Source: an optimization exercise on an open RTL-to-GDS flow (aim: small area, a short achievable clock period and few clock cycles). Production flows keep margins and buffers that such runs may drop.
No functional check of the RTL was part of any run shown here.

==> flow/design.v, too long to show whole: its modules and the start of the top module <==
// module rbm_top: 806 lines
module rbm_top (
  input  logic                   finish,
  input  logic                   rst_n,
  input  rbm_pkg::feature_beat_t in_beat,
  input  logic                   in_valid,
  output logic                   in_ready,
  output rbm_pkg::rbm_result_t   out_result,
  output logic                   out_valid,
  input  logic                   out_ready
);
  // ...
==> flow/flow/run.sh <==
#!/bin/bash
# The standard layout with two changes: the port buffers are buf_4 cells,
# and timing repair keeps working until the setup slack reaches
# SETUP_SLACK_MARGIN (the clock period and constraints are unchanged).
set -euo pipefail
bash standard.sh SETUP_SLACK_MARGIN=6.7 "BUFFER_PORTS_ARGS=-buffer_cell sky130_fd_sc_hd__buf_4" finish > standard.log 2>&1
==> flow/standard.sh <==
#!/bin/bash
# synth_recipe.tcl (not shown) runs the flow's synth.tcl, then flattens the netlist and writes it again
# the make line also repeats each setting of config.mk as NAME=value (left out here)
make -C /OpenROAD-flow-scripts/flow DESIGN_CONFIG=/design/flow/config.mk WORK_HOME=/design/flow/orfs CLKGATE_MAP_FILE= SYNTH_SCRIPT=/design/flow/synth_recipe.tcl "${@:-finish}"
==> flow/config.mk <==
export PLATFORM = sky130hd
export DESIGN_NAME = rbm_top
export DESIGN_NICKNAME = rbm_top
export VERILOG_FILES = /design/flow/design.v
export SDC_FILE = /design/flow/constraint.sdc
export NUM_CORES = 4
export LEC_CHECK = 0
export CAP_MARGIN = 50
export CORE_MARGIN = 2
export CORE_UTILIZATION = 55
export CTS_CLUSTER_DIAMETER = 100
export CTS_CLUSTER_SIZE = 30
export SLEW_MARGIN = 50
==> flow/constraint.sdc <==
create_clock -name core_clock -period 10.0 [get_ports {finish}]
set_input_delay 2.0000 -clock core_clock [delete_from_list [all_inputs] [get_ports {finish}]]
set_output_delay 2.0000 -clock core_clock [all_outputs]
set_load 0.01 [all_outputs]
==> flow_metrics.env, run 1 <==
export IMPL_status="complete, no violations"
export IMPL_rr_worst_depth=9
export IMPL_synth_simple_area_share=0.1456
export IMPL_wl_per_cell_um=18.33
export IMPL_inv_count=184
export IMPL_grt_max_degree=38
export IMPL_drc_errors=0
export IMPL_cp_top_family="adder cells"
export IMPL_crit_top_cell="fa_1"
export IMPL_antenna_cells=0
export IMPL_synthMuxAreaShare=0.004471
export IMPL_syn_cell_area_mm2=0.01791
export IMPL_ys_flop_type="dfxtp_1"
export IMPL_final_nets=2172
export IMPL_yosysUniqueCellTypes=86
export IMPL_mostFrequentLayoutCells="dfxtp_1, inv_1, fa_1"
export IMPL_nClkBuffers=16
export IMPL_start_util=0.5546
export IMPL_avgSynthCellArea_um2=9.749
export IMPL_largest_registers="acc x100, pr x35, r x16"
export IMPL_yosysSeqAreaShare=0.3092
export IMPL_register_area_mm2=0.005605
export IMPL_yosys_top_cells_count="dfxtp_1, fa_1, inv_1"
export IMPL_finClkSkew_ps=19.24
export IMPL_cts_tree="done"
export IMPL_chipHeight_um=184.4
export IMPL_ys_ff_latch=259
export IMPL_syn2layout_area_growth_pct=11.10
export IMPL_fmax_mhz=307.6
==> run 2, diff against run 1 <==
--- a/flow/design.v
+++ b/flow/design.v
@@ -115,21 +115,21 @@
   assign r2  = r1 << 1;
   assign r8  = r1 << 3;
   assign r16 = r1 << 4;
   assign r32 = r1 << 5;
   assign nv  = {20{vn1}} & ~r8;              
   assign av  = {20{va1}} & ~r8;
   logic [19:0] acc [5];
   logic [19:0] a0_r1, a0_r2, a0_base, a0_sum;
-  logic [3:0] a0_pend, a0_cin, a0_cout;
+  logic [2:0] a0_pend, a0_cin, a0_cout;
   assign a0_r1 = ({20{sa[0]}} & r1) | ({20{s32[0]}} & r32) | ({20{last1}} & ~r2);
   assign a0_r2 = av;
   assign a0_base = (acc[0] & {20{first1n}}) | (20'hfff90 & {20{first1}});
-  assign a0_cin = a0_pend & {4{first1n}};
+  assign a0_cin = a0_pend & {3{first1n}};
   wire u0xs_1 = a0_base[0] ^ a0_r1[0] ^ a0_r2[0];
   wire u0xc_2 = (a0_base[0] & a0_r1[0]) | (a0_base[0] & a0_r2[0]) | (a0_r1[0] & a0_r2[0]);
   wire u0xs_3 = a0_base[1] ^ a0_r1[1] ^ a0_r2[1];
   wire u0xc_4 = (a0_base[1] & a0_r1[1]) | (a0_base[1] & a0_r2[1]) | (a0_r1[1] & a0_r2[1]);
   wire u0xs_5 = a0_base[2] ^ a0_r1[2] ^ a0_r2[2];
   wire u0xc_6 = (a0_base[2] & a0_r1[2]) | (a0_base[2] & a0_r2[2]) | (a0_r1[2] & a0_r2[2]);
   wire u0xs_7 = a0_base[3] ^ a0_r1[3] ^ a0_r2[3];
   wire u0xc_8 = (a0_base[3] & a0_r1[3]) | (a0_base[3] & a0_r2[3]) | (a0_r1[3] & a0_r2[3]);
@@ -166,46 +166,45 @@
   wire u0xs_39 = a0_base[19] ^ a0_r1[19] ^ a0_r2[19];
   wire u0xc_40 = (a0_base[19] & a0_r1[19]) | (a0_base[19] & a0_r2[19]) | (a0_r1[19] & a0_r2[19]);
   wire u0zs_41 = u0xs_3 ^ u0xc_2;
   wire u0zc_42 = u0xs_3 & u0xc_2;
   wire u0zs_43 = u0xs_5 ^ u0xc_4 ^ u0zc_42;
   wire u0zc_44 = (u0xs_5 & u0xc_4) | (u0xs_5 & u0zc_42) | (u0xc_4 & u0zc_42);
   wire u0zs_45 = u0xs_7 ^ u0xc_6 ^ u0zc_44;
   wire u0zc_46 = (u0xs_7 & u0xc_6) | (u0xs_7 & u0zc_44) | (u0xc_6 & u0zc_44);
-  assign a0_cout[0] = u0zc_46;
-  wire u0zs_47 = u0xs_9 ^ u0xc_8 ^ a0_cin[0];
-  wire u0zc_48 = (u0xs_9 & u0xc_8) | (u0xs_9 & a0_cin[0]) | (u0xc_8 & a0_cin[0]);
-  wire u0zs_49 = u0xs_11 ^ u0xc_10 ^ u0zc_48;
-  wire u0zc_50 = (u0xs_11 & u0xc_10) | (u0xs_11 & u0zc_48) | (u0xc_10 & u0zc_48);
+  wire u0zs_47 = u0xs_9 ^ u0xc_8 ^ u0zc_46;
+  wire u0zc_48 = (u0xs_9 & u0xc_8) | (u0xs_9 & u0zc_46) | (u0xc_8 & u0zc_46);
+  assign a0_cout[0] = u0zc_48;
+  wire u0zs_49 = u0xs_11 ^ u0xc_10 ^ a0_cin[0];
+  wire u0zc_50 = (u0xs_11 & u0xc_10) | (u0xs_11 & a0_cin[0]) | (u0xc_10 & a0_cin[0]);
   wire u0zs_51 = u0xs_13 ^ u0xc_12 ^ u0zc_50;
   wire u0zc_52 = (u0xs_13 & u0xc_12) | (u0xs_13 & u0zc_50) | (u0xc_12 & u0zc_50);
   wire u0zs_53 = u0xs_15 ^ u0xc_14 ^ u0zc_52;
   wire u0zc_54 = (u0xs_15 & u0xc_14) | (u0xs_15 & u0zc_52) | (u0xc_14 & u0zc_52);
-  assign a0_cout[1] = u0zc_54;
-  wire u0zs_55 = u0xs_17 ^ u0xc_16 ^ a0_cin[1];
-  wire u0zc_56 = (u0xs_17 & u0xc_16) | (u0xs_17 & a0_cin[1]) | (u0xc_16 & a0_cin[1]);
+  wire u0zs_55 = u0xs_17 ^ u0xc_16 ^ u0zc_54;
+  wire u0zc_56 = (u0xs_17 & u0xc_16) | (u0xs_17 & u0zc_54) | (u0xc_16 & u0zc_54);
   wire u0zs_57 = u0xs_19 ^ u0xc_18 ^ u0zc_56;
   wire u0zc_58 = (u0xs_19 & u0xc_18) | (u0xs_19 & u0zc_56) | (u0xc_18 & u0zc_56);
-  wire u0zs_59 = u0xs_21 ^ u0xc_20 ^ u0zc_58;
-  wire u0zc_60 = (u0xs_21 & u0xc_20) | (u0xs_21 & u0zc_58) | (u0xc_20 & u0zc_58);
+  assign a0_cout[1] = u0zc_58;
+  wire u0zs_59 = u0xs_21 ^ u0xc_20 ^ a0_cin[1];
+  wire u0zc_60 = (u0xs_21 & u0xc_20) | (u0xs_21 & a0_cin[1]) | (u0xc_20 & a0_cin[1]);
   wire u0zs_61 = u0xs_23 ^ u0xc_22 ^ u0zc_60;
   wire u0zc_62 = (u0xs_23 & u0xc_22) | (u0xs_23 & u0zc_60) | (u0xc_22 & u0zc_60);
-  assign a0_cout[2] = u0zc_62;
-  wire u0zs_63 = u0xs_25 ^ u0xc_24 ^ a0_cin[2];
-  wire u0zc_64 = (u0xs_25 & u0xc_24) | (u0xs_25 & a0_cin[2]) | (u0xc_24 & a0_cin[2]);
+  wire u0zs_63 = u0xs_25 ^ u0xc_24 ^ u0zc_62;
+  wire u0zc_64 = (u0xs_25 & u0xc_24) | (u0xs_25 & u0zc_62) | (u0xc_24 & u0zc_62);
   wire u0zs_65 = u0xs_27 ^ u0xc_26 ^ u0zc_64;
   wire u0zc_66 = (u0xs_27 & u0xc_26) | (u0xs_27 & u0zc_64) | (u0xc_26 & u0zc_64);
   wire u0zs_67 = u0xs_29 ^ u0xc_28 ^ u0zc_66;
   wire u0zc_68 = (u0xs_29 & u0xc_28) | (u0xs_29 & u0zc_66) | (u0xc_28 & u0zc_66);
-  wire u0zs_69 = u0xs_31 ^ u0xc_30 ^ u0zc_68;
-  wire u0zc_70 = (u0xs_31 & u0xc_30) | (u0xs_31 & u0zc_68) | (u0xc_30 & u0zc_68);
-  assign a0_cout[3] = u0zc_70;
-  wire u0zs_71 = u0xs_33 ^ u0xc_32 ^ a0_cin[3];
-  wire u0zc_72 = (u0xs_33 & u0xc_32) | (u0xs_33 & a0_cin[3]) | (u0xc_32 & a0_cin[3]);
+  assign a0_cout[2] = u0zc_68;
+  wire u0zs_69 = u0xs_31 ^ u0xc_30 ^ a0_cin[2];
+  wire u0zc_70 = (u0xs_31 & u0xc_30) | (u0xs_31 & a0_cin[2]) | (u0xc_30 & a0_cin[2]);
+  wire u0zs_71 = u0xs_33 ^ u0xc_32 ^ u0zc_70;
+  wire u0zc_72 = (u0xs_33 & u0xc_32) | (u0xs_33 & u0zc_70) | (u0xc_32 & u0zc_70);
   wire u0zs_73 = u0xs_35 ^ u0xc_34 ^ u0zc_72;
   wire u0zc_74 = (u0xs_35 & u0xc_34) | (u0xs_35 & u0zc_72) | (u0xc_34 & u0zc_72);
   wire u0zs_75 = u0xs_37 ^ u0xc_36 ^ u0zc_74;
   wire u0zc_76 = (u0xs_37 & u0xc_36) | (u0xs_37 & u0zc_74) | (u0xc_36 & u0zc_74);
   wire u0zs_77 = u0xs_39 ^ u0xc_38 ^ u0zc_76;
   wire u0zc_78 = (u0xs_39 & u0xc_38) | (u0xs_39 & u0zc_76) | (u0xc_38 & u0zc_76);
   assign a0_sum[0] = u0xs_1;
   assign a0_sum[1] = u0zs_41;
@@ -227,23 +226,23 @@
   assign a0_sum[17] = u0zs_73;
   assign a0_sum[18] = u0zs_75;
   assign a0_sum[19] = u0zs_77;
   always_ff @(posedge finish) begin
     acc[0] <= a0_sum;
     a0_pend <= a0_cout;
   end
   logic [19:0] a0_full;      
-  assign a0_full = acc[0] + (({19'd0, a0_pend[0]} << 4) | ({19'd0, a0_pend[1]} << 8) | ({19'd0, a0_pend[2]} << 12) | ({19'd0, a0_pend[3]} << 16));
+  assign a0_full = acc[0] + (({19'd0, a0_pend[0]} << 5) | ({19'd0, a0_pend[1]} << 10) | ({19'd0, a0_pend[2]} << 15));
   logic [19:0] a1_r1, a1_r2, a1_base, a1_sum;
-  logic [3:0] a1_pend, a1_cin, a1_cout;
+  logic [2:0] a1_pend, a1_cin, a1_cout;
   assign a1_r1 = ({20{sa[1]}} & r1) | ({20{s32[1]}} & r32);
   assign a1_r2 = nv | ({20{~last1n}} & r2);
   assign a1_base = (acc[1] & {20{first1n}}) | (20'hfffce & {20{first1}});
-  assign a1_cin = a1_pend & {4{first1n}};
+  assign a1_cin = a1_pend & {3{first1n}};
   wire u1xs_1 = a1_base[0] ^ a1_r1[0] ^ a1_r2[0];
   wire u1xc_2 = (a1_base[0] & a1_r1[0]) | (a1_base[0] & a1_r2[0]) | (a1_r1[0] & a1_r2[0]);
   wire u1xs_3 = a1_base[1] ^ a1_r1[1] ^ a1_r2[1];
   wire u1xc_4 = (a1_base[1] & a1_r1[1]) | (a1_base[1] & a1_r2[1]) | (a1_r1[1] & a1_r2[1]);
   wire u1xs_5 = a1_base[2] ^ a1_r1[2] ^ a1_r2[2];
   wire u1xc_6 = (a1_base[2] & a1_r1[2]) | (a1_base[2] & a1_r2[2]) | (a1_r1[2] & a1_r2[2]);
   wire u1xs_7 = a1_base[3] ^ a1_r1[3] ^ a1_r2[3];
   wire u1xc_8 = (a1_base[3] & a1_r1[3]) | (a1_base[3] & a1_r2[3]) | (a1_r1[3] & a1_r2[3]);
@@ -280,46 +279,45 @@
   wire u1xs_39 = a1_base[19] ^ a1_r1[19] ^ a1_r2[19];
   wire u1xc_40 = (a1_base[19] & a1_r1[19]) | (a1_base[19] & a1_r2[19]) | (a1_r1[19] & a1_r2[19]);
   wire u1zs_41 = u1xs_3 ^ u1xc_2;
   wire u1zc_42 = u1xs_3 & u1xc_2;
   wire u1zs_43 = u1xs_5 ^ u1xc_4 ^ u1zc_42;
   wire u1zc_44 = (u1xs_5 & u1xc_4) | (u1xs_5 & u1zc_42) | (u1xc_4 & u1zc_42);
   wire u1zs_45 = u1xs_7 ^ u1xc_6 ^ u1zc_44;
   wire u1zc_46 = (u1xs_7 & u1xc_6) | (u1xs_7 & u1zc_44) | (u1xc_6 & u1zc_44);
-  assign a1_cout[0] = u1zc_46;
-  wire u1zs_47 = u1xs_9 ^ u1xc_8 ^ a1_cin[0];
-  wire u1zc_48 = (u1xs_9 & u1xc_8) | (u1xs_9 & a1_cin[0]) | (u1xc_8 & a1_cin[0]);
-  wire u1zs_49 = u1xs_11 ^ u1xc_10 ^ u1zc_48;
-  wire u1zc_50 = (u1xs_11 & u1xc_10) | (u1xs_11 & u1zc_48) | (u1xc_10 & u1zc_48);
+  wire u1zs_47 = u1xs_9 ^ u1xc_8 ^ u1zc_46;
+  wire u1zc_48 = (u1xs_9 & u1xc_8) | (u1xs_9 & u1zc_46) | (u1xc_8 & u1zc_46);
+  assign a1_cout[0] = u1zc_48;
+  wire u1zs_49 = u1xs_11 ^ u1xc_10 ^ a1_cin[0];
+  wire u1zc_50 = (u1xs_11 & u1xc_10) | (u1xs_11 & a1_cin[0]) | (u1xc_10 & a1_cin[0]);
   wire u1zs_51 = u1xs_13 ^ u1xc_12 ^ u1zc_50;
   wire u1zc_52 = (u1xs_13 & u1xc_12) | (u1xs_13 & u1zc_50) | (u1xc_12 & u1zc_50);
   wire u1zs_53 = u1xs_15 ^ u1xc_14 ^ u1zc_52;
   wire u1zc_54 = (u1xs_15 & u1xc_14) | (u1xs_15 & u1zc_52) | (u1xc_14 & u1zc_52);
-  assign a1_cout[1] = u1zc_54;
-  wire u1zs_55 = u1xs_17 ^ u1xc_16 ^ a1_cin[1];
-  wire u1zc_56 = (u1xs_17 & u1xc_16) | (u1xs_17 & a1_cin[1]) | (u1xc_16 & a1_cin[1]);
+  wire u1zs_55 = u1xs_17 ^ u1xc_16 ^ u1zc_54;
+  wire u1zc_56 = (u1xs_17 & u1xc_16) | (u1xs_17 & u1zc_54) | (u1xc_16 & u1zc_54);
   wire u1zs_57 = u1xs_19 ^ u1xc_18 ^ u1zc_56;
   wire u1zc_58 = (u1xs_19 & u1xc_18) | (u1xs_19 & u1zc_56) | (u1xc_18 & u1zc_56);
-  wire u1zs_59 = u1xs_21 ^ u1xc_20 ^ u1zc_58;
-  wire u1zc_60 = (u1xs_21 & u1xc_20) | (u1xs_21 & u1zc_58) | (u1xc_20 & u1zc_58);
+  assign a1_cout[1] = u1zc_58;
+  wire u1zs_59 = u1xs_21 ^ u1xc_20 ^ a1_cin[1];
+  wire u1zc_60 = (u1xs_21 & u1xc_20) | (u1xs_21 & a1_cin[1]) | (u1xc_20 & a1_cin[1]);
   wire u1zs_61 = u1xs_23 ^ u1xc_22 ^ u1zc_60;
   wire u1zc_62 = (u1xs_23 & u1xc_22) | (u1xs_23 & u1zc_60) | (u1xc_22 & u1zc_60);
-  assign a1_cout[2] = u1zc_62;
-  wire u1zs_63 = u1xs_25 ^ u1xc_24 ^ a1_cin[2];
-  wire u1zc_64 = (u1xs_25 & u1xc_24) | (u1xs_25 & a1_cin[2]) | (u1xc_24 & a1_cin[2]);
+  wire u1zs_63 = u1xs_25 ^ u1xc_24 ^ u1zc_62;
+  wire u1zc_64 = (u1xs_25 & u1xc_24) | (u1xs_25 & u1zc_62) | (u1xc_24 & u1zc_62);
   wire u1zs_65 = u1xs_27 ^ u1xc_26 ^ u1zc_64;
   wire u1zc_66 = (u1xs_27 & u1xc_26) | (u1xs_27 & u1zc_64) | (u1xc_26 & u1zc_64);
   wire u1zs_67 = u1xs_29 ^ u1xc_28 ^ u1zc_66;
   wire u1zc_68 = (u1xs_29 & u1xc_28) | (u1xs_29 & u1zc_66) | (u1xc_28 & u1zc_66);
-  wire u1zs_69 = u1xs_31 ^ u1xc_30 ^ u1zc_68;
-  wire u1zc_70 = (u1xs_31 & u1xc_30) | (u1xs_31 & u1zc_68) | (u1xc_30 & u1zc_68);
-  assign a1_cout[3] = u1zc_70;
-  wire u1zs_71 = u1xs_33 ^ u1xc_32 ^ a1_cin[3];
-  wire u1zc_72 = (u1xs_33 & u1xc_32) | (u1xs_33 & a1_cin[3]) | (u1xc_32 & a1_cin[3]);
+  assign a1_cout[2] = u1zc_68;
+  wire u1zs_69 = u1xs_31 ^ u1xc_30 ^ a1_cin[2];
+  wire u1zc_70 = (u1xs_31 & u1xc_30) | (u1xs_31 & a1_cin[2]) | (u1xc_30 & a1_cin[2]);
+  wire u1zs_71 = u1xs_33 ^ u1xc_32 ^ u1zc_70;
+  wire u1zc_72 = (u1xs_33 & u1xc_32) | (u1xs_33 & u1zc_70) | (u1xc_32 & u1zc_70);
   wire u1zs_73 = u1xs_35 ^ u1xc_34 ^ u1zc_72;
   wire u1zc_74 = (u1xs_35 & u1xc_34) | (u1xs_35 & u1zc_72) | (u1xc_34 & u1zc_72);
   wire u1zs_75 = u1xs_37 ^ u1xc_36 ^ u1zc_74;
   wire u1zc_76 = (u1xs_37 & u1xc_36) | (u1xs_37 & u1zc_74) | (u1xc_36 & u1zc_74);
   wire u1zs_77 = u1xs_39 ^ u1xc_38 ^ u1zc_76;
   wire u1zc_78 = (u1xs_39 & u1xc_38) | (u1xs_39 & u1zc_76) | (u1xc_38 & u1zc_76);
   assign a1_sum[0] = u1xs_1;
   assign a1_sum[1] = u1zs_41;
@@ -341,23 +339,23 @@
   assign a1_sum[17] = u1zs_73;
   assign a1_sum[18] = u1zs_75;
   assign a1_sum[19] = u1zs_77;
   always_ff @(posedge finish) begin
     acc[1] <= a1_sum;
     a1_pend <= a1_cout;
   end
   logic [19:0] a1_full;      
-  assign a1_full = acc[1] + (({19'd0, a1_pend[0]} << 4) | ({19'd0, a1_pend[1]} << 8) | ({19'd0, a1_pend[2]} << 12) | ({19'd0, a1_pend[3]} << 16));
+  assign a1_full = acc[1] + (({19'd0, a1_pend[0]} << 5) | ({19'd0, a1_pend[1]} << 10) | ({19'd0, a1_pend[2]} << 15));
   logic [19:0] a2_r1, a2_r2, a2_base, a2_sum;
-  logic [3:0] a2_pend, a2_cin, a2_cout;
+  logic [2:0] a2_pend, a2_cin, a2_cout;
   assign a2_r1 = ({20{sa[2]}} & r1) | ({20{s32[2]}} & r32);
   assign a2_r2 = nv | ({20{~last1n}} & ~r16);
   assign a2_base = (acc[2] & {20{first1n}}) | (20'h0000f & {20{first1}});
-  assign a2_cin = a2_pend & {4{first1n}};
+  assign a2_cin = a2_pend & {3{first1n}};
   wire u2xs_1 = a2_base[0] ^ a2_r1[0] ^ a2_r2[0];
   wire u2xc_2 = (a2_base[0] & a2_r1[0]) | (a2_base[0] & a2_r2[0]) | (a2_r1[0] & a2_r2[0]);
   wire u2xs_3 = a2_base[1] ^ a2_r1[1] ^ a2_r2[1];
   wire u2xc_4 = (a2_base[1] & a2_r1[1]) | (a2_base[1] & a2_r2[1]) | (a2_r1[1] & a2_r2[1]);
   wire u2xs_5 = a2_base[2] ^ a2_r1[2] ^ a2_r2[2];
   wire u2xc_6 = (a2_base[2] & a2_r1[2]) | (a2_base[2] & a2_r2[2]) | (a2_r1[2] & a2_r2[2]);
   wire u2xs_7 = a2_base[3] ^ a2_r1[3] ^ a2_r2[3];
   wire u2xc_8 = (a2_base[3] & a2_r1[3]) | (a2_base[3] & a2_r2[3]) | (a2_r1[3] & a2_r2[3]);
@@ -394,46 +392,45 @@
   wire u2xs_39 = a2_base[19] ^ a2_r1[19] ^ a2_r2[19];
   wire u2xc_40 = (a2_base[19] & a2_r1[19]) | (a2_base[19] & a2_r2[19]) | (a2_r1[19] & a2_r2[19]);
   wire u2zs_41 = u2xs_3 ^ u2xc_2;
   wire u2zc_42 = u2xs_3 & u2xc_2;
   wire u2zs_43 = u2xs_5 ^ u2xc_4 ^ u2zc_42;
   wire u2zc_44 = (u2xs_5 & u2xc_4) | (u2xs_5 & u2zc_42) | (u2xc_4 & u2zc_42);
   wire u2zs_45 = u2xs_7 ^ u2xc_6 ^ u2zc_44;
   wire u2zc_46 = (u2xs_7 & u2xc_6) | (u2xs_7 & u2zc_44) | (u2xc_6 & u2zc_44);
-  assign a2_cout[0] = u2zc_46;
-  wire u2zs_47 = u2xs_9 ^ u2xc_8 ^ a2_cin[0];
-  wire u2zc_48 = (u2xs_9 & u2xc_8) | (u2xs_9 & a2_cin[0]) | (u2xc_8 & a2_cin[0]);
-  wire u2zs_49 = u2xs_11 ^ u2xc_10 ^ u2zc_48;
-  wire u2zc_50 = (u2xs_11 & u2xc_10) | (u2xs_11 & u2zc_48) | (u2xc_10 & u2zc_48);
+  wire u2zs_47 = u2xs_9 ^ u2xc_8 ^ u2zc_46;
+  wire u2zc_48 = (u2xs_9 & u2xc_8) | (u2xs_9 & u2zc_46) | (u2xc_8 & u2zc_46);
+  assign a2_cout[0] = u2zc_48;
+  wire u2zs_49 = u2xs_11 ^ u2xc_10 ^ a2_cin[0];
+  wire u2zc_50 = (u2xs_11 & u2xc_10) | (u2xs_11 & a2_cin[0]) | (u2xc_10 & a2_cin[0]);
   wire u2zs_51 = u2xs_13 ^ u2xc_12 ^ u2zc_50;
   wire u2zc_52 = (u2xs_13 & u2xc_12) | (u2xs_13 & u2zc_50) | (u2xc_12 & u2zc_50);
   wire u2zs_53 = u2xs_15 ^ u2xc_14 ^ u2zc_52;
   wire u2zc_54 = (u2xs_15 & u2xc_14) | (u2xs_15 & u2zc_52) | (u2xc_14 & u2zc_52);
-  assign a2_cout[1] = u2zc_54;
-  wire u2zs_55 = u2xs_17 ^ u2xc_16 ^ a2_cin[1];
-  wire u2zc_56 = (u2xs_17 & u2xc_16) | (u2xs_17 & a2_cin[1]) | (u2xc_16 & a2_cin[1]);
+  wire u2zs_55 = u2xs_17 ^ u2xc_16 ^ u2zc_54;
+  wire u2zc_56 = (u2xs_17 & u2xc_16) | (u2xs_17 & u2zc_54) | (u2xc_16 & u2zc_54);
   wire u2zs_57 = u2xs_19 ^ u2xc_18 ^ u2zc_56;
   wire u2zc_58 = (u2xs_19 & u2xc_18) | (u2xs_19 & u2zc_56) | (u2xc_18 & u2zc_56);
-  wire u2zs_59 = u2xs_21 ^ u2xc_20 ^ u2zc_58;
-  wire u2zc_60 = (u2xs_21 & u2xc_20) | (u2xs_21 & u2zc_58) | (u2xc_20 & u2zc_58);
+  assign a2_cout[1] = u2zc_58;
+  wire u2zs_59 = u2xs_21 ^ u2xc_20 ^ a2_cin[1];
+  wire u2zc_60 = (u2xs_21 & u2xc_20) | (u2xs_21 & a2_cin[1]) | (u2xc_20 & a2_cin[1]);
   wire u2zs_61 = u2xs_23 ^ u2xc_22 ^ u2zc_60;
   wire u2zc_62 = (u2xs_23 & u2xc_22) | (u2xs_23 & u2zc_60) | (u2xc_22 & u2zc_60);
-  assign a2_cout[2] = u2zc_62;
-  wire u2zs_63 = u2xs_25 ^ u2xc_24 ^ a2_cin[2];
-  wire u2zc_64 = (u2xs_25 & u2xc_24) | (u2xs_25 & a2_cin[2]) | (u2xc_24 & a2_cin[2]);
+  wire u2zs_63 = u2xs_25 ^ u2xc_24 ^ u2zc_62;
+  wire u2zc_64 = (u2xs_25 & u2xc_24) | (u2xs_25 & u2zc_62) | (u2xc_24 & u2zc_62);
   wire u2zs_65 = u2xs_27 ^ u2xc_26 ^ u2zc_64;
   wire u2zc_66 = (u2xs_27 & u2xc_26) | (u2xs_27 & u2zc_64) | (u2xc_26 & u2zc_64);
   wire u2zs_67 = u2xs_29 ^ u2xc_28 ^ u2zc_66;
   wire u2zc_68 = (u2xs_29 & u2xc_28) | (u2xs_29 & u2zc_66) | (u2xc_28 & u2zc_66);
-  wire u2zs_69 = u2xs_31 ^ u2xc_30 ^ u2zc_68;
-  wire u2zc_70 = (u2xs_31 & u2xc_30) | (u2xs_31 & u2zc_68) | (u2xc_30 & u2zc_68);
-  assign a2_cout[3] = u2zc_70;
-  wire u2zs_71 = u2xs_33 ^ u2xc_32 ^ a2_cin[3];
-  wire u2zc_72 = (u2xs_33 & u2xc_32) | (u2xs_33 & a2_cin[3]) | (u2xc_32 & a2_cin[3]);
+  assign a2_cout[2] = u2zc_68;
+  wire u2zs_69 = u2xs_31 ^ u2xc_30 ^ a2_cin[2];
+  wire u2zc_70 = (u2xs_31 & u2xc_30) | (u2xs_31 & a2_cin[2]) | (u2xc_30 & a2_cin[2]);
+  wire u2zs_71 = u2xs_33 ^ u2xc_32 ^ u2zc_70;
+  wire u2zc_72 = (u2xs_33 & u2xc_32) | (u2xs_33 & u2zc_70) | (u2xc_32 & u2zc_70);
   wire u2zs_73 = u2xs_35 ^ u2xc_34 ^ u2zc_72;
   wire u2zc_74 = (u2xs_35 & u2xc_34) | (u2xs_35 & u2zc_72) | (u2xc_34 & u2zc_72);
   wire u2zs_75 = u2xs_37 ^ u2xc_36 ^ u2zc_74;
   wire u2zc_76 = (u2xs_37 & u2xc_36) | (u2xs_37 & u2zc_74) | (u2xc_36 & u2zc_74);
   wire u2zs_77 = u2xs_39 ^ u2xc_38 ^ u2zc_76;
   wire u2zc_78 = (u2xs_39 & u2xc_38) | (u2xs_39 & u2zc_76) | (u2xc_38 & u2zc_76);
   assign a2_sum[0] = u2xs_1;
   assign a2_sum[1] = u2zs_41;
@@ -455,23 +452,23 @@
   assign a2_sum[17] = u2zs_73;
   assign a2_sum[18] = u2zs_75;
   assign a2_sum[19] = u2zs_77;
   always_ff @(posedge finish) begin
     acc[2] <= a2_sum;
     a2_pend <= a2_cout;
   end
   logic [19:0] a2_full;      
-  assign a2_full = acc[2] + (({19'd0, a2_pend[0]} << 4) | ({19'd0, a2_pend[1]} << 8) | ({19'd0, a2_pend[2]} << 12) | ({19'd0, a2_pend[3]} << 16));
+  assign a2_full = acc[2] + (({19'd0, a2_pend[0]} << 5) | ({19'd0, a2_pend[1]} << 10) | ({19'd0, a2_pend[2]} << 15));
   logic [19:0] a3_r1, a3_r2, a3_base, a3_sum;
-  logic [3:0] a3_pend, a3_cin, a3_cout;
+  logic [2:0] a3_pend, a3_cin, a3_cout;
   assign a3_r1 = ({20{sa[3]}} & r1) | ({20{s32[3]}} & r32) | ({20{last1}} & ~r2);
   assign a3_r2 = nv;
   assign a3_base = (acc[3] & {20{first1n}}) | (20'h0004f & {20{first1}});
-  assign a3_cin = a3_pend & {4{first1n}};
+  assign a3_cin = a3_pend & {3{first1n}};
   wire u3xs_1 = a3_base[0] ^ a3_r1[0] ^ a3_r2[0];
   wire u3xc_2 = (a3_base[0] & a3_r1[0]) | (a3_base[0] & a3_r2[0]) | (a3_r1[0] & a3_r2[0]);
   wire u3xs_3 = a3_base[1] ^ a3_r1[1] ^ a3_r2[1];
   wire u3xc_4 = (a3_base[1] & a3_r1[1]) | (a3_base[1] & a3_r2[1]) | (a3_r1[1] & a3_r2[1]);
   wire u3xs_5 = a3_base[2] ^ a3_r1[2] ^ a3_r2[2];
   wire u3xc_6 = (a3_base[2] & a3_r1[2]) | (a3_base[2] & a3_r2[2]) | (a3_r1[2] & a3_r2[2]);
   wire u3xs_7 = a3_base[3] ^ a3_r1[3] ^ a3_r2[3];
   wire u3xc_8 = (a3_base[3] & a3_r1[3]) | (a3_base[3] & a3_r2[3]) | (a3_r1[3] & a3_r2[3]);
@@ -508,46 +505,45 @@
   wire u3xs_39 = a3_base[19] ^ a3_r1[19] ^ a3_r2[19];
   wire u3xc_40 = (a3_base[19] & a3_r1[19]) | (a3_base[19] & a3_r2[19]) | (a3_r1[19] & a3_r2[19]);
   wire u3zs_41 = u3xs_3 ^ u3xc_2;
   wire u3zc_42 = u3xs_3 & u3xc_2;
   wire u3zs_43 = u3xs_5 ^ u3xc_4 ^ u3zc_42;
   wire u3zc_44 = (u3xs_5 & u3xc_4) | (u3xs_5 & u3zc_42) | (u3xc_4 & u3zc_42);
   wire u3zs_45 = u3xs_7 ^ u3xc_6 ^ u3zc_44;
   wire u3zc_46 = (u3xs_7 & u3xc_6) | (u3xs_7 & u3zc_44) | (u3xc_6 & u3zc_44);
-  assign a3_cout[0] = u3zc_46;
-  wire u3zs_47 = u3xs_9 ^ u3xc_8 ^ a3_cin[0];
-  wire u3zc_48 = (u3xs_9 & u3xc_8) | (u3xs_9 & a3_cin[0]) | (u3xc_8 & a3_cin[0]);
-  wire u3zs_49 = u3xs_11 ^ u3xc_10 ^ u3zc_48;
-  wire u3zc_50 = (u3xs_11 & u3xc_10) | (u3xs_11 & u3zc_48) | (u3xc_10 & u3zc_48);
+  wire u3zs_47 = u3xs_9 ^ u3xc_8 ^ u3zc_46;
+  wire u3zc_48 = (u3xs_9 & u3xc_8) | (u3xs_9 & u3zc_46) | (u3xc_8 & u3zc_46);
+  assign a3_cout[0] = u3zc_48;
+  wire u3zs_49 = u3xs_11 ^ u3xc_10 ^ a3_cin[0];
+  wire u3zc_50 = (u3xs_11 & u3xc_10) | (u3xs_11 & a3_cin[0]) | (u3xc_10 & a3_cin[0]);
   wire u3zs_51 = u3xs_13 ^ u3xc_12 ^ u3zc_50;
   wire u3zc_52 = (u3xs_13 & u3xc_12) | (u3xs_13 & u3zc_50) | (u3xc_12 & u3zc_50);
   wire u3zs_53 = u3xs_15 ^ u3xc_14 ^ u3zc_52;
   wire u3zc_54 = (u3xs_15 & u3xc_14) | (u3xs_15 & u3zc_52) | (u3xc_14 & u3zc_52);
-  assign a3_cout[1] = u3zc_54;
-  wire u3zs_55 = u3xs_17 ^ u3xc_16 ^ a3_cin[1];
-  wire u3zc_56 = (u3xs_17 & u3xc_16) | (u3xs_17 & a3_cin[1]) | (u3xc_16 & a3_cin[1]);
+  wire u3zs_55 = u3xs_17 ^ u3xc_16 ^ u3zc_54;
+  wire u3zc_56 = (u3xs_17 & u3xc_16) | (u3xs_17 & u3zc_54) | (u3xc_16 & u3zc_54);
   wire u3zs_57 = u3xs_19 ^ u3xc_18 ^ u3zc_56;
   wire u3zc_58 = (u3xs_19 & u3xc_18) | (u3xs_19 & u3zc_56) | (u3xc_18 & u3zc_56);
-  wire u3zs_59 = u3xs_21 ^ u3xc_20 ^ u3zc_58;
-  wire u3zc_60 = (u3xs_21 & u3xc_20) | (u3xs_21 & u3zc_58) | (u3xc_20 & u3zc_58);
+  assign a3_cout[1] = u3zc_58;
+  wire u3zs_59 = u3xs_21 ^ u3xc_20 ^ a3_cin[1];
+  wire u3zc_60 = (u3xs_21 & u3xc_20) | (u3xs_21 & a3_cin[1]) | (u3xc_20 & a3_cin[1]);
   wire u3zs_61 = u3xs_23 ^ u3xc_22 ^ u3zc_60;
   wire u3zc_62 = (u3xs_23 & u3xc_22) | (u3xs_23 & u3zc_60) | (u3xc_22 & u3zc_60);
-  assign a3_cout[2] = u3zc_62;
-  wire u3zs_63 = u3xs_25 ^ u3xc_24 ^ a3_cin[2];
-  wire u3zc_64 = (u3xs_25 & u3xc_24) | (u3xs_25 & a3_cin[2]) | (u3xc_24 & a3_cin[2]);
+  wire u3zs_63 = u3xs_25 ^ u3xc_24 ^ u3zc_62;
+  wire u3zc_64 = (u3xs_25 & u3xc_24) | (u3xs_25 & u3zc_62) | (u3xc_24 & u3zc_62);
   wire u3zs_65 = u3xs_27 ^ u3xc_26 ^ u3zc_64;
   wire u3zc_66 = (u3xs_27 & u3xc_26) | (u3xs_27 & u3zc_64) | (u3xc_26 & u3zc_64);
   wire u3zs_67 = u3xs_29 ^ u3xc_28 ^ u3zc_66;
   wire u3zc_68 = (u3xs_29 & u3xc_28) | (u3xs_29 & u3zc_66) | (u3xc_28 & u3zc_66);
-  wire u3zs_69 = u3xs_31 ^ u3xc_30 ^ u3zc_68;
-  wire u3zc_70 = (u3xs_31 & u3xc_30) | (u3xs_31 & u3zc_68) | (u3xc_30 & u3zc_68);
-  assign a3_cout[3] = u3zc_70;
-  wire u3zs_71 = u3xs_33 ^ u3xc_32 ^ a3_cin[3];
-  wire u3zc_72 = (u3xs_33 & u3xc_32) | (u3xs_33 & a3_cin[3]) | (u3xc_32 & a3_cin[3]);
+  assign a3_cout[2] = u3zc_68;
+  wire u3zs_69 = u3xs_31 ^ u3xc_30 ^ a3_cin[2];
+  wire u3zc_70 = (u3xs_31 & u3xc_30) | (u3xs_31 & a3_cin[2]) | (u3xc_30 & a3_cin[2]);
+  wire u3zs_71 = u3xs_33 ^ u3xc_32 ^ u3zc_70;
+  wire u3zc_72 = (u3xs_33 & u3xc_32) | (u3xs_33 & u3zc_70) | (u3xc_32 & u3zc_70);
   wire u3zs_73 = u3xs_35 ^ u3xc_34 ^ u3zc_72;
   wire u3zc_74 = (u3xs_35 & u3xc_34) | (u3xs_35 & u3zc_72) | (u3xc_34 & u3zc_72);
   wire u3zs_75 = u3xs_37 ^ u3xc_36 ^ u3zc_74;
   wire u3zc_76 = (u3xs_37 & u3xc_36) | (u3xs_37 & u3zc_74) | (u3xc_36 & u3zc_74);
   wire u3zs_77 = u3xs_39 ^ u3xc_38 ^ u3zc_76;
   wire u3zc_78 = (u3xs_39 & u3xc_38) | (u3xs_39 & u3zc_76) | (u3xc_38 & u3zc_76);
   assign a3_sum[0] = u3xs_1;
   assign a3_sum[1] = u3zs_41;
@@ -569,23 +565,23 @@
   assign a3_sum[17] = u3zs_73;
   assign a3_sum[18] = u3zs_75;
   assign a3_sum[19] = u3zs_77;
   always_ff @(posedge finish) begin
     acc[3] <= a3_sum;
     a3_pend <= a3_cout;
   end
   logic [19:0] a3_full;      
-  assign a3_full = acc[3] + (({19'd0, a3_pend[0]} << 4) | ({19'd0, a3_pend[1]} << 8) | ({19'd0, a3_pend[2]} << 12) | ({19'd0, a3_pend[3]} << 16));
+  assign a3_full = acc[3] + (({19'd0, a3_pend[0]} << 5) | ({19'd0, a3_pend[1]} << 10) | ({19'd0, a3_pend[2]} << 15));
   logic [19:0] a4_r1, a4_r2, a4_base, a4_sum;
-  logic [5:0] a4_pend, a4_cin, a4_cout;
+  logic [8:0] a4_pend, a4_cin, a4_cout;
   assign a4_r1 = ({20{sa[4]}} & r1) | ({20{s32[4]}} & r32);
   assign a4_r2 = nv | ({20{~last1n}} & r8);
   assign a4_base = (acc[4] & {20{first1n}}) | (20'h0008e & {20{first1}});
-  assign a4_cin = a4_pend & {6{first1n}};
+  assign a4_cin = a4_pend & {9{first1n}};
   logic [19:0] a4_r3;
   assign a4_r3 = {20{last1}} & r2;
   wire u4xs_1 = a4_base[0] ^ a4_r1[0] ^ a4_r3[0];
   wire u4xc_2 = (a4_base[0] & a4_r1[0]) | (a4_base[0] & a4_r3[0]) | (a4_r1[0] & a4_r3[0]);
   wire u4xs_3 = a4_base[1] ^ a4_r1[1] ^ a4_r3[1];
   wire u4xc_4 = (a4_base[1] & a4_r1[1]) | (a4_base[1] & a4_r3[1]) | (a4_r1[1] & a4_r3[1]);
   wire u4xs_5 = a4_base[2] ^ a4_r1[2] ^ a4_r3[2];
   wire u4xc_6 = (a4_base[2] & a4_r1[2]) | (a4_base[2] & a4_r3[2]) | (a4_r1[2] & a4_r3[2]);
@@ -660,56 +656,59 @@
   wire u4ys_75 = u4xs_35 ^ u4xc_34 ^ a4_r2[17];
   wire u4yc_76 = (u4xs_35 & u4xc_34) | (u4xs_35 & a4_r2[17]) | (u4xc_34 & a4_r2[17]);
   wire u4ys_77 = u4xs_37 ^ u4xc_36 ^ a4_r2[18];
   wire u4yc_78 = (u4xs_37 & u4xc_36) | (u4xs_37 & a4_r2[18]) | (u4xc_36 & a4_r2[18]);
   wire u4ys_79 = u4xs_39 ^ u4xc_38 ^ a4_r2[19];
   wire u4yc_80 = (u4xs_39 & u4xc_38) | (u4xs_39 & a4_r2[19]) | (u4xc_38 & a4_r2[19]);
   wire u4zs_81 = u4ys_43 ^ u4yc_42;
   wire u4zc_82 = u4ys_43 & u4yc_42;
-  wire u4zs_83 = u4ys_45 ^ u4yc_44 ^ u4zc_82;
-  wire u4zc_84 = (u4ys_45 & u4yc_44) | (u4ys_45 & u4zc_82) | (u4yc_44 & u4zc_82);
-  assign a4_cout[0] = u4zc_84;
-  wire u4zs_85 = u4ys_47 ^ u4yc_46 ^ a4_cin[0];
-  wire u4zc_86 = (u4ys_47 & u4yc_46) | (u4ys_47 & a4_cin[0]) | (u4yc_46 & a4_cin[0]);
-  wire u4zs_87 = u4ys_49 ^ u4yc_48 ^ u4zc_86;
-  wire u4zc_88 = (u4ys_49 & u4yc_48) | (u4ys_49 & u4zc_86) | (u4yc_48 & u4zc_86);
+  assign a4_cout[0] = u4zc_82;
+  wire u4zs_83 = u4ys_45 ^ u4yc_44 ^ a4_cin[0];
+  wire u4zc_84 = (u4ys_45 & u4yc_44) | (u4ys_45 & a4_cin[0]) | (u4yc_44 & a4_cin[0]);
+  wire u4zs_85 = u4ys_47 ^ u4yc_46 ^ u4zc_84;
+  wire u4zc_86 = (u4ys_47 & u4yc_46) | (u4ys_47 & u4zc_84) | (u4yc_46 & u4zc_84);
+  assign a4_cout[1] = u4zc_86;
+  wire u4zs_87 = u4ys_49 ^ u4yc_48 ^ a4_cin[1];
+  wire u4zc_88 = (u4ys_49 & u4yc_48) | (u4ys_49 & a4_cin[1]) | (u4yc_48 & a4_cin[1]);
   wire u4zs_89 = u4ys_51 ^ u4yc_50 ^ u4zc_88;
   wire u4zc_90 = (u4ys_51 & u4yc_50) | (u4ys_51 & u4zc_88) | (u4yc_50 & u4zc_88);
-  assign a4_cout[1] = u4zc_90;
-  wire u4zs_91 = u4ys_53 ^ u4yc_52 ^ a4_cin[1];
-  wire u4zc_92 = (u4ys_53 & u4yc_52) | (u4ys_53 & a4_cin[1]) | (u4yc_52 & a4_cin[1]);
+  assign a4_cout[2] = u4zc_90;
+  wire u4zs_91 = u4ys_53 ^ u4yc_52 ^ a4_cin[2];
+  wire u4zc_92 = (u4ys_53 & u4yc_52) | (u4ys_53 & a4_cin[2]) | (u4yc_52 & a4_cin[2]);
   wire u4zs_93 = u4ys_55 ^ u4yc_54 ^ u4zc_92;
   wire u4zc_94 = (u4ys_55 & u4yc_54) | (u4ys_55 & u4zc_92) | (u4yc_54 & u4zc_92);
-  wire u4zs_95 = u4ys_57 ^ u4yc_56 ^ u4zc_94;
-  wire u4zc_96 = (u4ys_57 & u4yc_56) | (u4ys_57 & u4zc_94) | (u4yc_56 & u4zc_94);
-  assign a4_cout[2] = u4zc_96;
-  wire u4zs_97 = u4ys_59 ^ u4yc_58 ^ a4_cin[2];
-  wire u4zc_98 = (u4ys_59 & u4yc_58) | (u4ys_59 & a4_cin[2]) | (u4yc_58 & a4_cin[2]);
-  wire u4zs_99 = u4ys_61 ^ u4yc_60 ^ u4zc_98;
-  wire u4zc_100 = (u4ys_61 & u4yc_60) | (u4ys_61 & u4zc_98) | (u4yc_60 & u4zc_98);
+  assign a4_cout[3] = u4zc_94;
+  wire u4zs_95 = u4ys_57 ^ u4yc_56 ^ a4_cin[3];
+  wire u4zc_96 = (u4ys_57 & u4yc_56) | (u4ys_57 & a4_cin[3]) | (u4yc_56 & a4_cin[3]);
+  wire u4zs_97 = u4ys_59 ^ u4yc_58 ^ u4zc_96;
+  wire u4zc_98 = (u4ys_59 & u4yc_58) | (u4ys_59 & u4zc_96) | (u4yc_58 & u4zc_96);
+  assign a4_cout[4] = u4zc_98;
+  wire u4zs_99 = u4ys_61 ^ u4yc_60 ^ a4_cin[4];
+  wire u4zc_100 = (u4ys_61 & u4yc_60) | (u4ys_61 & a4_cin[4]) | (u4yc_60 & a4_cin[4]);
   wire u4zs_101 = u4ys_63 ^ u4yc_62 ^ u4zc_100;
   wire u4zc_102 = (u4ys_63 & u4yc_62) | (u4ys_63 & u4zc_100) | (u4yc_62 & u4zc_100);
-  assign a4_cout[3] = u4zc_102;
-  wire u4zs_103 = u4ys_65 ^ u4yc_64 ^ a4_cin[3];
-  wire u4zc_104 = (u4ys_65 & u4yc_64) | (u4ys_65 & a4_cin[3]) | (u4yc_64 & a4_cin[3]);
+  assign a4_cout[5] = u4zc_102;
+  wire u4zs_103 = u4ys_65 ^ u4yc_64 ^ a4_cin[5];
+  wire u4zc_104 = (u4ys_65 & u4yc_64) | (u4ys_65 & a4_cin[5]) | (u4yc_64 & a4_cin[5]);
   wire u4zs_105 = u4ys_67 ^ u4yc_66 ^ u4zc_104;
   wire u4zc_106 = (u4ys_67 & u4yc_66) | (u4ys_67 & u4zc_104) | (u4yc_66 & u4zc_104);
-  wire u4zs_107 = u4ys_69 ^ u4yc_68 ^ u4zc_106;
-  wire u4zc_108 = (u4ys_69 & u4yc_68) | (u4ys_69 & u4zc_106) | (u4yc_68 & u4zc_106);
-  assign a4_cout[4] = u4zc_108;
-  wire u4zs_109 = u4ys_71 ^ u4yc_70 ^ a4_cin[4];
-  wire u4zc_110 = (u4ys_71 & u4yc_70) | (u4ys_71 & a4_cin[4]) | (u4yc_70 & a4_cin[4]);
-  wire u4zs_111 = u4ys_73 ^ u4yc_72 ^ u4zc_110;
-  wire u4zc_112 = (u4ys_73 & u4yc_72) | (u4ys_73 & u4zc_110) | (u4yc_72 & u4zc_110);
+  assign a4_cout[6] = u4zc_106;
+  wire u4zs_107 = u4ys_69 ^ u4yc_68 ^ a4_cin[6];
+  wire u4zc_108 = (u4ys_69 & u4yc_68) | (u4ys_69 & a4_cin[6]) | (u4yc_68 & a4_cin[6]);
+  wire u4zs_109 = u4ys_71 ^ u4yc_70 ^ u4zc_108;
+  wire u4zc_110 = (u4ys_71 & u4yc_70) | (u4ys_71 & u4zc_108) | (u4yc_70 & u4zc_108);
+  assign a4_cout[7] = u4zc_110;
+  wire u4zs_111 = u4ys_73 ^ u4yc_72 ^ a4_cin[7];
+  wire u4zc_112 = (u4ys_73 & u4yc_72) | (u4ys_73 & a4_cin[7]) | (u4yc_72 & a4_cin[7]);
   wire u4zs_113 = u4ys_75 ^ u4yc_74 ^ u4zc_112;
   wire u4zc_114 = (u4ys_75 & u4yc_74) | (u4ys_75 & u4zc_112) | (u4yc_74 & u4zc_112);
-  assign a4_cout[5] = u4zc_114;
-  wire u4zs_115 = u4ys_77 ^ u4yc_76 ^ a4_cin[5];
-  wire u4zc_116 = (u4ys_77 & u4yc_76) | (u4ys_77 & a4_cin[5]) | (u4yc_76 & a4_cin[5]);
+  assign a4_cout[8] = u4zc_114;
+  wire u4zs_115 = u4ys_77 ^ u4yc_76 ^ a4_cin[8];
+  wire u4zc_116 = (u4ys_77 & u4yc_76) | (u4ys_77 & a4_cin[8]) | (u4yc_76 & a4_cin[8]);
   wire u4zs_117 = u4ys_79 ^ u4yc_78 ^ u4zc_116;
   wire u4zc_118 = (u4ys_79 & u4yc_78) | (u4ys_79 & u4zc_116) | (u4yc_78 & u4zc_116);
   assign a4_sum[0] = u4ys_41;
   assign a4_sum[1] = u4zs_81;
   assign a4_sum[2] = u4zs_83;
   assign a4_sum[3] = u4zs_85;
   assign a4_sum[4] = u4zs_87;
   assign a4_sum[5] = u4zs_89;
@@ -727,17 +726,17 @@
   assign a4_sum[17] = u4zs_113;
   assign a4_sum[18] = u4zs_115;
   assign a4_sum[19] = u4zs_117;
   always_ff @(posedge finish) begin
     acc[4] <= a4_sum;
     a4_pend <= a4_cout;
   end
   logic [19:0] a4_full;      
-  assign a4_full = acc[4] + (({19'd0, a4_pend[0]} << 3) | ({19'd0, a4_pend[1]} << 6) | ({19'd0, a4_pend[2]} << 9) | ({19'd0, a4_pend[3]} << 12) | ({19'd0, a4_pend[4]} << 15) | ({19'd0, a4_pend[5]} << 18));
+  assign a4_full = acc[4] + (({19'd0, a4_pend[0]} << 2) | ({19'd0, a4_pend[1]} << 4) | ({19'd0, a4_pend[2]} << 6) | ({19'd0, a4_pend[3]} << 8) | ({19'd0, a4_pend[4]} << 10) | ({19'd0, a4_pend[5]} << 12) | ({19'd0, a4_pend[6]} << 14) | ({19'd0, a4_pend[7]} << 16) | ({19'd0, a4_pend[8]} << 18));
   logic [19:0] af [5];
   logic [7:0]  pc [5];
   assign af[0] = a0_full;
   assign af[1] = a1_full;
   assign af[2] = a2_full;
   assign af[3] = a3_full;
   assign af[4] = a4_full;
   for (genvar j = 0; j < 5; j++) begin : g_clamp
==> run 2 against run 1 <==
Against the previous run:
- largest cell class unchanged
- critical path depth increased by 2
- register-to-register slack lost 180 ps
- via count about the same
==> flow_metrics.env, run 2 <==
export IMPL_status="complete, no violations"
export IMPL_clock_latency_ps=520
export IMPL_coreArea_mm2=0.03147
export IMPL_fmax_mhz=291.4
export IMPL_dr_pass1_iters=5
export IMPL_finalMaxSlewViolations=0
export IMPL_grt_pass1_wl_um=71730
export IMPL_chipHeight_um=182.8
export IMPL_final_antenna_net_count=0
export IMPL_yosys_top_cells_count="dfxtp_1, fa_1, inv_1"
export IMPL_grt_max_degree=41
export IMPL_hold_depth=0
export IMPL_syn_inst=1798
export IMPL_timing_rr_end="acc[1][14]"
export IMPL_rr_worst_depth=11
export IMPL_cp_end_kind="flop"
export IMPL_cts_buffers=14
export IMPL_worstHoldPathType="reg2reg"
export IMPL_grtUsageTotal=0.2771
export IMPL_crit_slowest_cell="fa_2"
export IMPL_gp_congestion=0.8439
export IMPL_path_clk_slew_ps=110
export IMPL_r2r_start="last1n"
export IMPL_grt_pass1_vias=12878
export IMPL_max_cap_viol_count=0
export IMPL_tightest_slew_ps=661.1
export IMPL_netlist_top_cells_area="dfxtp_1, fa_1, ha_1, edfxtp_1, inv_1"
export IMPL_io_buffers=58
export IMPL_rows=65
export IMPL_mostFrequentLayoutCell="dfxtp_1"
export IMPL_fp_dieW_um=182.8
export IMPL_synth_top_cell_area_share=0.2472
export IMPL_crit_top_cell="fa_2"
export IMPL_synthArstFlopShare=0.04651
export IMPL_largest_registers="acc x100, pr x35, r x16"
export IMPL_cp_arrival_ps=3890
export IMPL_ys_ff_latch=258
export IMPL_drt_iter0_drc=853
export IMPL_drive_gt1_frac=0.1882
export IMPL_worst_path_buf_inv=4
export IMPL_start_util=0.5584
export IMPL_largest_register_ffs=100
export IMPL_antenna_found_initial=1
export IMPL_fin_area_mm2=0.02025
export IMPL_routed_wl_um=45250
export IMPL_drc_errors=0
export IMPL_crit_required_ps=10460
export IMPL_yosysSeqAreaShare=0.3140
export IMPL_setup_tns_ps=0
export IMPL_syn2layout_area_growth_pct=15.23
export IMPL_synth_warnings=5
export IMPL_syn_num_nets=2103
export IMPL_max_stage_delay_ps=520
export IMPL_largest_register="acc"
export IMPL_cp_num_cells=11
export IMPL_yosysUniqueCellTypes=74
export IMPL_r2r_slack_ps=6570
export IMPL_cts_tree="done"
export IMPL_worstHoldStart="d0x[0]"
export IMPL_cp_top_family="adder cells"
export IMPL_place_area_mm2=0.01832
export IMPL_clk_path_buf_depth=3
export IMPL_io_pin_count=60
export IMPL_path_class="reg2reg"
export IMPL_vias_per_cell=5.644
export IMPL_rsz0062_at_grt="true"
export IMPL_syn_cell_area_mm2=0.01757
export IMPL_finClkSkew_ps=19.20
export IMPL_avgSynthCellArea_um2=9.774
export IMPL_crit_start="last1n"
export IMPL_fin_crit_ps=3432
export IMPL_ys_flop_type="dfxtp_1"
export IMPL_antenna_cells=0
export IMPL_final_nets=2162
export IMPL_synth_edf_count=29
export IMPL_startpoint_type="flop"
export IMPL_mostFrequentLayoutCells="dfxtp_1, inv_1, nand2_1"
export IMPL_slew_headroom=0.5556
export IMPL_path_max_fanout=5
export IMPL_vias=12795
export IMPL_grt_remaining_overflow=0
export IMPL_finalCritPeriodShare=0.3432
export IMPL_cts_max_level=1
export IMPL_die_area_mm2=0.03340
export IMPL_crit_chain="buf_12, clkinvlp_4, buf_4, a21oi_2, fa_1, inv_1, fa_2, fa_2, fa_2, fa_2, fa_2"
export IMPL_clockRootBuffer="clkbuf_16"
export IMPL_synth_most_common_cell="dfxtp_1"
export IMPL_dpl_hpwl_um=30290
export IMPL_hold_violations=0
export IMPL_yosysTopAreaCell="dfxtp_1"
export IMPL_wl_per_cell_um=19.96
export IMPL_setup_violations=0
export IMPL_worstHoldEndpoint="s0[0]"
export IMPL_cts_sinks=258
-- run 2: cell count changes after synthesis, moves of 7 or more --
cell,change
a21oi_1,-18
a31oi_1,-7
and2_1,-9
and3_1,-13
nor2_1,+24
o21a_1,+10
o22a_1,+7
-- run 2: timing repair --
| item | 4_1_cts | 5_1_grt |
|---|---|---|
| hold buffers | 0 | 0 |
| endpoints found under the setup margin | 78 | 35 |
| pin swaps | 29 | 42 |
| gates cloned | 10 | 1 |
| gates resized for setup | 96 | 82 |
| setup buffers | 29 | 35 |
-- run 2: metrics by stage --
stage          cells  utilization  worst slack (ps)  hold slack, ps
2_1_floorplan   1798            -              6672           385.5
3_3_place_gp    2167       0.5809              5806           390.6
3_5_place_dp    2168       0.5822              5805           391.0
4_1_cts         2231       0.6234              6637           417.2
5_1_grt         2267       0.6434              6531           424.9
6_report        2267       0.6434              6568           417.4
-- run 2: area by class of cell --
type | instances | area (um2)
Clock buffer | 17 | 382.9
Clock inverter | 7 | 83.83
Fill cell | 2633 | 11220
Inverter | 184 | 735.7
Multi-Input combinational cell | 1252 | 11430
Sequential cell | 258 | 5608
Tap cell | 402 | 503.0
Timing Repair Buffer | 145 | 1493
Timing Repair inverter | 2 | 13.76
-- run 2: per-layer routing --
metal / GRT usage / up-vias / wire length [um]
met2: 0.4458 / 390 / 20900
met4: 0.07742 / 2 / 1312
met5: 0 / - / 8
met1: 0.3845 / 6261 / 20250
li1: - / 6064 / -
met3: 0.05441 / 78 / 2782
-- run 2: worst max path at each step --
stage | end
finish | acc[1][14]
floorplan | acc[2][14]
global route | acc[1][14]
detailed placement | acc[0][19]
CTS | acc[1][9]
global placement | acc[3][19]
-- run 2: logic make-up after synthesis --
logic type	Yosys count	share of synthesized area
AND/OR/NAND/NOR	509	0.1380
AO/OA/AOI/OAI	351	0.1399
buffers and inverters	290	0.06628
adder cells (fa/ha/maj)	288	0.2905
XOR/XNOR	96	0.04784
flip-flops	258	0.3140
multiplexers	6	0.003560
-- run 2: worst register-to-register path: stages, from the launching register on --
cell	delay [ps]
dfxtp_4	370
buf_12	140
clkinvlp_4	130
buf_4	130
a21oi_2	50
fa_1	480
inv_1	60
fa_2	400
fa_2	360
fa_2	360
fa_2	370
fa_2	520

[static timing again, ports no longer ideal]
The results above use ideal ports. As a check the final layouts listed here were re-extracted and re-timed, cells and wires unchanged. Step 1 assumes that a clkbuf_16 drives the clock port and a buf_2 every other input. Step 2 moves the port delays by t, midway between the first and last clock arrival at a register: inputs arrive t later, outputs are due t later. That takes back most of the time a late clock gives input paths. a / b / c = ideal ports / drivers / drivers and shift; a / b = the first two.
| run | t (ns) | setup WS [ns] | worst setup path at the end |
|---|---|---|---|
| run 1 | 0.565 | 6.749 / 6.709 / 6.534 | input to register |
| run 2 | 0.563 | 6.568 / 6.568 / 6.393 | input to register |
After both steps setup and hold are still met in every run listed. For run 1, which loses most, drivers alone change the setup slack by -0.040 ns; drivers and shift together by -0.215 ns.
